What follows belongs to an exercise in optimizing a design on an open flow for small area, a short achievable clock period and few clock cycles per item; a production flow would make more cautious choices. Function was not checked in any run shown here: the RTL went through the layout flow alone.

==> flow/design.v, too long to show whole: its modules and the start of the top module <==
// module hsl_fa: 10 lines
// module hsl_ha: 9 lines
// module hsl_to_rgb_converter: 3015 lines
module hsl_to_rgb_converter (
	input  logic clk,
	input  logic arst_n,
	input  logic hsl_valid,
	output logic hsl_stall,
	input  hsl_pkg::hsl_t hsl,
	output logic rgb_valid,
	input  logic rgb_stall,
	output hsl_pkg::rgb_t rgb
);
  // ...
==> flow/run.sh <==
#!/bin/bash
# synth_recipe.tcl (not shown) runs the flow's synth.tcl, then flattens the netlist and writes it again
# the make line also repeats each setting of config.mk as NAME=value (left out here)
make -C /OpenROAD-flow-scripts/flow DESIGN_CONFIG=/design/flow/config.mk WORK_HOME=/design/flow/orfs CLKGATE_MAP_FILE= SYNTH_SCRIPT=/design/flow/synth_recipe.tcl finish
==> flow/config.mk <==
export PLATFORM = sky130hd
export DESIGN_NAME = hsl_to_rgb_converter
export DESIGN_NICKNAME = hsl_to_rgb_converter
export VERILOG_FILES = /design/flow/design.v
export SDC_FILE = /design/flow/constraint.sdc
export NUM_CORES = 4
export LEC_CHECK = 0
export CAP_MARGIN = 20
export CORE_MARGIN = 2
export CORE_UTILIZATION = 40
export SETUP_SLACK_MARGIN = 2.0
export SLEW_MARGIN = 20
export SYNTH_HIERARCHICAL = 1
export SYNTH_MINIMUM_KEEP_SIZE = 0
==> flow/constraint.sdc <==
create_clock -name core_clock -period 7.0 [get_ports {clk}]
set_input_delay 1.4000 -clock core_clock [delete_from_list [all_inputs] [get_ports {clk}]]
set_output_delay 1.4000 -clock core_clock [all_outputs]
set_load 0.01 [all_outputs]
==> out/qor.csv, run 1 <==
stage,metric,value,unit
worst_setup_path,stages on the worst setup path,21,
cells_and_area,register area,0.00527,mm^2
logic_synthesis,"FF+latch count, synth",176,
run_status,outcome,no timing/DRC/antenna violations,
logic_synthesis,Post-Synth Simple-Gate Area,13.3,%
logic_synthesis,Synth Area in Compound Gates,7.92,%
cells_and_area,layout cells sized above 1,6.49,%
timing,RSZ-0062 raised after global routing,true,
timing,fin crit period,4840,ps
logic_synthesis,post-synthesis adder-cell area fraction,38.8,%
worst_setup_path,FF-to-FF setup slack,2160,ps
route,WL met1,16900,um
logic_synthesis,Netlist Area Pre-Place,0.0164,mm^2
timing,worst slew pin tran,1060,ps
logic_synthesis,mux cell area share after synthesis,1.17,%
placed_design,Placer Congestion,0.874,
route,wire length on met2,16800,um
grt,vias in the first global route,10800,
logic_synthesis,Post-synth ARST share,2.27,%
placed_design,dpl ws,1570,ps
cells_and_area,"most common cell after layout, fill and taps aside",fa_1,
logic_synthesis,Synth Area per Inst,12.1,um^2
die,num ports,63,
timing,final setup vio count,0,
logic_synthesis,ranking of synthesized cells by area,"edfxtp_1 31%, fa_1 29%, ha_1 10%",
logic_synthesis,most frequent cells after synthesis,"234 x fa_1, 209 x and2_1, 172 x edfxtp_1",
logic_synthesis,top-area cell type share of the netlist area,31.5,%
route,DR iter-0 viols,586,
==> run 2: changes to the inputs <==
--- a/flow/config.mk
+++ b/flow/config.mk
@@ -10,3 +10,3 @@
 export CORE_UTILIZATION = 40
-export SETUP_SLACK_MARGIN = 2.0
+export SETUP_SLACK_MARGIN = 3.0
 export SLEW_MARGIN = 20
==> run 2 against run 1 <==
Clock skew shrank 1.4 ps. Maximum frequency grew 7.2%. First-iteration DRC count grew 3.8%. Critical endpoint unchanged.
==> out/qor.csv, run 2 <==
stage,metric,value,unit,change
worst_setup_path,CP startpoint kind,flip-flop,,unchanged
route,WL final,38500,um,was 36000 um
worst_setup_path,crit path max-delay cell type,edfxtp_1,,unchanged
worst_setup_path,"slowest stage delay, CP",440,ps,was 480 ps
route,Wirelength per Cell,19.4,um,was 18.5 um
worst_setup_path,highest net fanout along the worst path,4,,unchanged
grt,grt ovf,0,,unchanged
cells_and_area,synthesis-to-layout area growth,16.8,%,was 11.5%
logic_synthesis,top-area cell type share of the netlist area,31.5,%,unchanged
worst_setup_path,FF-to-FF setup slack,2480,ps,was 2160 ps
cells_and_area,Regs by FF count,"r3 (72), ro (24), P2 (16)",,unchanged
clock_tree,root buf cell,clkbuf_16,,unchanged
timing,fin crit period,4520,ps,was 4840 ps
placed_design,Placer Congestion,0.905,,was 0.874
cells_and_area,Top reg by flops,r3,,unchanged
logic_synthesis,post-synth top area cell,edfxtp_1,,unchanged
placed_design,dpl cells,1896,,unchanged
die,num ports,63,,unchanged
timing,"Slew Viols, Final",0,,unchanged
logic_synthesis,"Primary FF master, synth",edfxtp_1,,unchanged
logic_synthesis,ranking of synthesized cells by area,"edfxtp_1 31%, fa_1 29%, ha_1 10%",,unchanged
timing,Post-Route Skew,14.1,ps,was 15.6 ps
logic_synthesis,Yosys Warn Count,7,,unchanged
logic_synthesis,most common cell in the synthesized netlist,fa_1,,unchanged
route,Via Count,10400,,was 10.0k
logic_synthesis,count of cell types in the netlist,70,,unchanged
die,DIE AREA,0.0427,mm^2,unchanged
route,Initial DRT Pass Iterations,7,,was 5
clock_tree,CTS tree,built,,unchanged
cells_and_area,most frequent cells in the layout,"228 x fa_1, 207 x and2_1, 172 x edfxtp_1, 112 x ha_1, 91 x inv_1",,"was 233 x fa_1, 209 x and2_1, 172 x edfxtp_1, 133 x ha_1, 100 x inv_1"
clock_tree,clock sinks,176,,unchanged
cells_and_area,fin cells,1991,,was 1949
logic_synthesis,Netlist Area Pre-Place,0.0164,mm^2,unchanged
route,post-route ant nets,0,,unchanged
worst_setup_path,CP startpoint,P2[9],,was l2[1]
worst_setup_path,Worst EP required,7200,ps,about the same
worst_setup_path,CP most frequent cell,ha_4,,was ha_1
logic_synthesis,"FF+latch count, synth",176,,unchanged
logic_synthesis,register area share after synthesis,32.1,%,unchanged
cells_and_area,Layout Cell Area excl Fill,0.0192,mm^2,was 0.0183 mm^2
grt,pin count of the biggest net entering global routing,74,,was 64
worst_setup_path,"Arr. time, crit path",4720,ps,was 5040 ps
worst_setup_path,Worst setup EP type,flip-flop,,unchanged
grt,initial antenna violation count,0,,unchanged
cells_and_area,"most common cell after layout, fill and taps aside",fa_1,,unchanged
timing,RSZ-0062 raised after global routing,true,,unchanged
worst_hold_path,worst min-delay path category,reg -> reg,,unchanged
die,# rows,74,,unchanged
cells_and_area,layout cells sized above 1,13.4,%,was 6.49%
worst_setup_path,stages on the worst setup path,23,,was 21
cells_and_area,layout net count,1851,,was 1809
grt,first-pass GRT wire length,60700,um,was 58800 um
timing,FMAX,221,MHz,was 207 MHz
cells_and_area,area taken by multi-input logic gates,0.0111,mm^2,was 0.0106 mm^2
timing,Fin. Hold Viols,0,,unchanged
clock_tree,Clock transition at path regs,70,ps,was 60 ps
logic_synthesis,Post-synth ARST share,2.27,%,unchanged
worst_hold_path,hold path depth,0,,unchanged
route,# DRC,0,,unchanged
timing,final setup vio count,0,,unchanged
placed_design,PortBufs,62,,unchanged
worst_setup_path,worst reg2reg startpoint,P2[9],,was l2[1]
clock_tree,"Clk Latency, worst-skew pair",460,ps,was 450 ps
grt,GRT Util Overall,18.9,%,was 18.1%
timing,crit share post-route,64.5,%,was 69.1%
cells_and_area,max reg flops,72,,unchanged
worst_hold_path,Hold Path Origin,sec2[1],,was sec1[2]
run_status,outcome,no timing/DRC/antenna violations,,unchanged
worst_setup_path,Top delay family on crit path,adder cells,,unchanged
cells_and_area,register area,0.00527,mm^2,unchanged
timing,worst hold margin,428,ps,was 423 ps
placed_design,area post-placement,0.0177,mm^2,was 0.0175 mm^2
logic_synthesis,Synth Area per Inst,12.1,um^2,unchanged
placed_design,placed wire-length estimate,28000,um,was 28100 um
route,Vias/cell,5.21,,was 5.15
clock_tree,CTS max path bufs,2,,unchanged
logic_synthesis,Post-synth EDFFs,172,,unchanged
timing,max_slew headroom,41.8,%,was 29.5%
worst_setup_path,Crit Path Class,reg -> reg,,unchanged
logic_synthesis,Cells after Synth,1354,,unchanged
grt,vias in the first global route,10900,,was 10.8k
clock_tree,CTS H-tree depth,4,,unchanged
worst_setup_path,Crit path buffers/inverters,2,,unchanged
die,Starting Density,40.4,%,unchanged
worst_setup_path,Worst Reg-to-Reg Cells,23,,was 21
logic_synthesis,most frequent cells after synthesis,"234 x fa_1, 209 x and2_1, 172 x edfxtp_1",,unchanged
worst_setup_path,cells along the critical path,clkinv_4 -> ha_4 -> a21o_1 -> a21o_1 -> a41o_1 -> or3_4 -> a31oi_4 -> inv_2 -> a21oi_4 -> xnor2_2 -> ha_1 -> o211ai_1 -> nor2_1 -> a2111oi_2 -> o21ai_1 -> ha_2 -> ha_4 -> ha_4 -> ha_4 -> ha_4 -> ha_4 -> ha_4 -> xor2_1,,was ha_4 -> a21o_1 -> a21o_1 -> a41o_1 -> or3_4 -> a31oi_4 -> inv_1 -> a21oi_2 -> xnor2_2 -> ha_1 -> buf_4 -> a2111oi_2 -> o21ai_1 -> ha_1 -> ha_1 -> ha_1 -> ha_1 -> ha_1 -> ha_1 -> ha_1 -> xor2_1
timing,total negative slack,0,ps,unchanged
cells_and_area,ANT cells,0,,unchanged
route,DR iter-0 viols,608,,was 586
cells_and_area,number of fill cells,3624,,was 3666
clock_tree,CTS Hold Bufs,0,,unchanged
timing,worst slew pin tran,874,ps,was 1060 ps
die,Die W,207,um,unchanged
die,core area,0.0406,mm^2,unchanged
clock_tree,CTS buffer count,17,,unchanged
die,die height,207,um,unchanged
job,max-cap violations,0,,unchanged
[run 2: cell counts after synthesis]
Identical to the previous run, type by type.
[run 2: area by class of cell]
| cell class | instances | area share, % |
|---|---|---|
| Timing Repair Buffer | 125 | 5.73 |
| Clock buffer | 19 | 2.26 |
| Inverter | 101 | 2.00 |
| Sequential cell | 176 | 27.5 |
| Multi-Input combinational cell | 1025 | 58.1 |
| Tap cell | 532 | 3.47 |
| Clock inverter | 13 | 0.921 |
[run 2: worst paths after layout]
check,end
worst max-delay path,r3[71]
worst min-delay path,sec3[1]
worst max register to register,r3[71]
worst min register to register,sec3[1]
max in group asynchronous,v3
min in group asynchronous,vo
[run 2: Yosys stat by module (local to each module, per instance)]
module                times used  cell area (um^2)  cells inside
hsl_fa                       227              20.0             1
hsl_ha                        23              12.5             1
hsl_to_rgb_converter           1             11600          1104
[run 2: worst reg2reg max path, stage by stage (launching register included)]
cell       delay (ps)
edfxtp_1          440
clkinv_4           80
ha_4              240
a21o_1            150
a21o_1            150
a41o_1            230
or3_4             360
a31oi_4           240
inv_2              70
a21oi_4           140
xnor2_2            80
ha_1              340
o211ai_1           90
nor2_1             70
a2111oi_2         200
o21ai_1           110
ha_2              200
ha_4              170
ha_4              160
ha_4              150
ha_4              150
ha_4              150
ha_4              150
xor2_1            140
[run 2: cell families (layout without fill, tap and decap cells)]
group	Yosys count	in the layout	share of synthesized area, %
simple gates	386	388	13.3
fa+ha+maj	368	368	38.8
compound gates	191	191	7.92
flops	176	176	32.1
buf+inv	157	258	3.59
xor+xnor	58	58	3.14
mux	17	17	1.17
other cells	1	3	0.0229
[run 2: per-stage QoR]
| stage | util [%] | setup WS (ps) |
|---|---|---|
| final | 47.1 | 2480 |
| after global routing | 47.1 | 2270 |
| after CTS | 46.5 | 2380 |
| after detailed placement | 43.7 | 1850 |
| after global placement | 43.7 | 1890 |
| after floorplan | - | 2370 |
[run 2: repair_timing]
| item | CTS | global route |
|---|---|---|
| buffers inserted | 49 | 12 |
| pin swaps | 45 | 28 |
| endpoints found under the setup margin | 35 | 33 |
| cloned | 2 | 0 |
| resized for setup | 40 | 31 |
[run 2: per-layer routing]
| layer | vias up | GRT usage [%] | share of wire [%] |
|---|---|---|---|
| li1 | 4764 | - | - |
| met1 | 5250 | 27.0 | 47 |
| met2 | 304 | 29.0 | 45 |
| met3 | 56 | 3.25 | 5.3 |
| met4 | 0 | 6.61 | 2.9 |
| met5 | - | 0 | 0 |

## re-timing with driven ports
No port has a modelled driver above. Below, the same layouts with a new extraction and two added sets of constraints. Step 1 assumes that a clkbuf_16 drives the clock port and a buf_2 every other input. Step 2, shift: input delay + t, output delay - t, t = (earliest + latest rising clock arrival at the registers) / 2. This alone moves slack from input paths to output paths. Three values: ideal ports, drivers, drivers and shift; two values: the first two.
run | t, ns | slack for setup (ns) | slew at the worst register clock pin (ns) | worst slew at a driven data input, ns | cell pins on the clock port's net
run 1 | 0.499 | 2.161 / 2.161 / 2.161 | 0.08 / 0.08 | 0.04 | 1
run 2 | 0.504 | 2.485 / 2.485 / 2.485 | 0.08 / 0.08 | 0.06 | 1
After both steps every run listed still meets setup and hold.
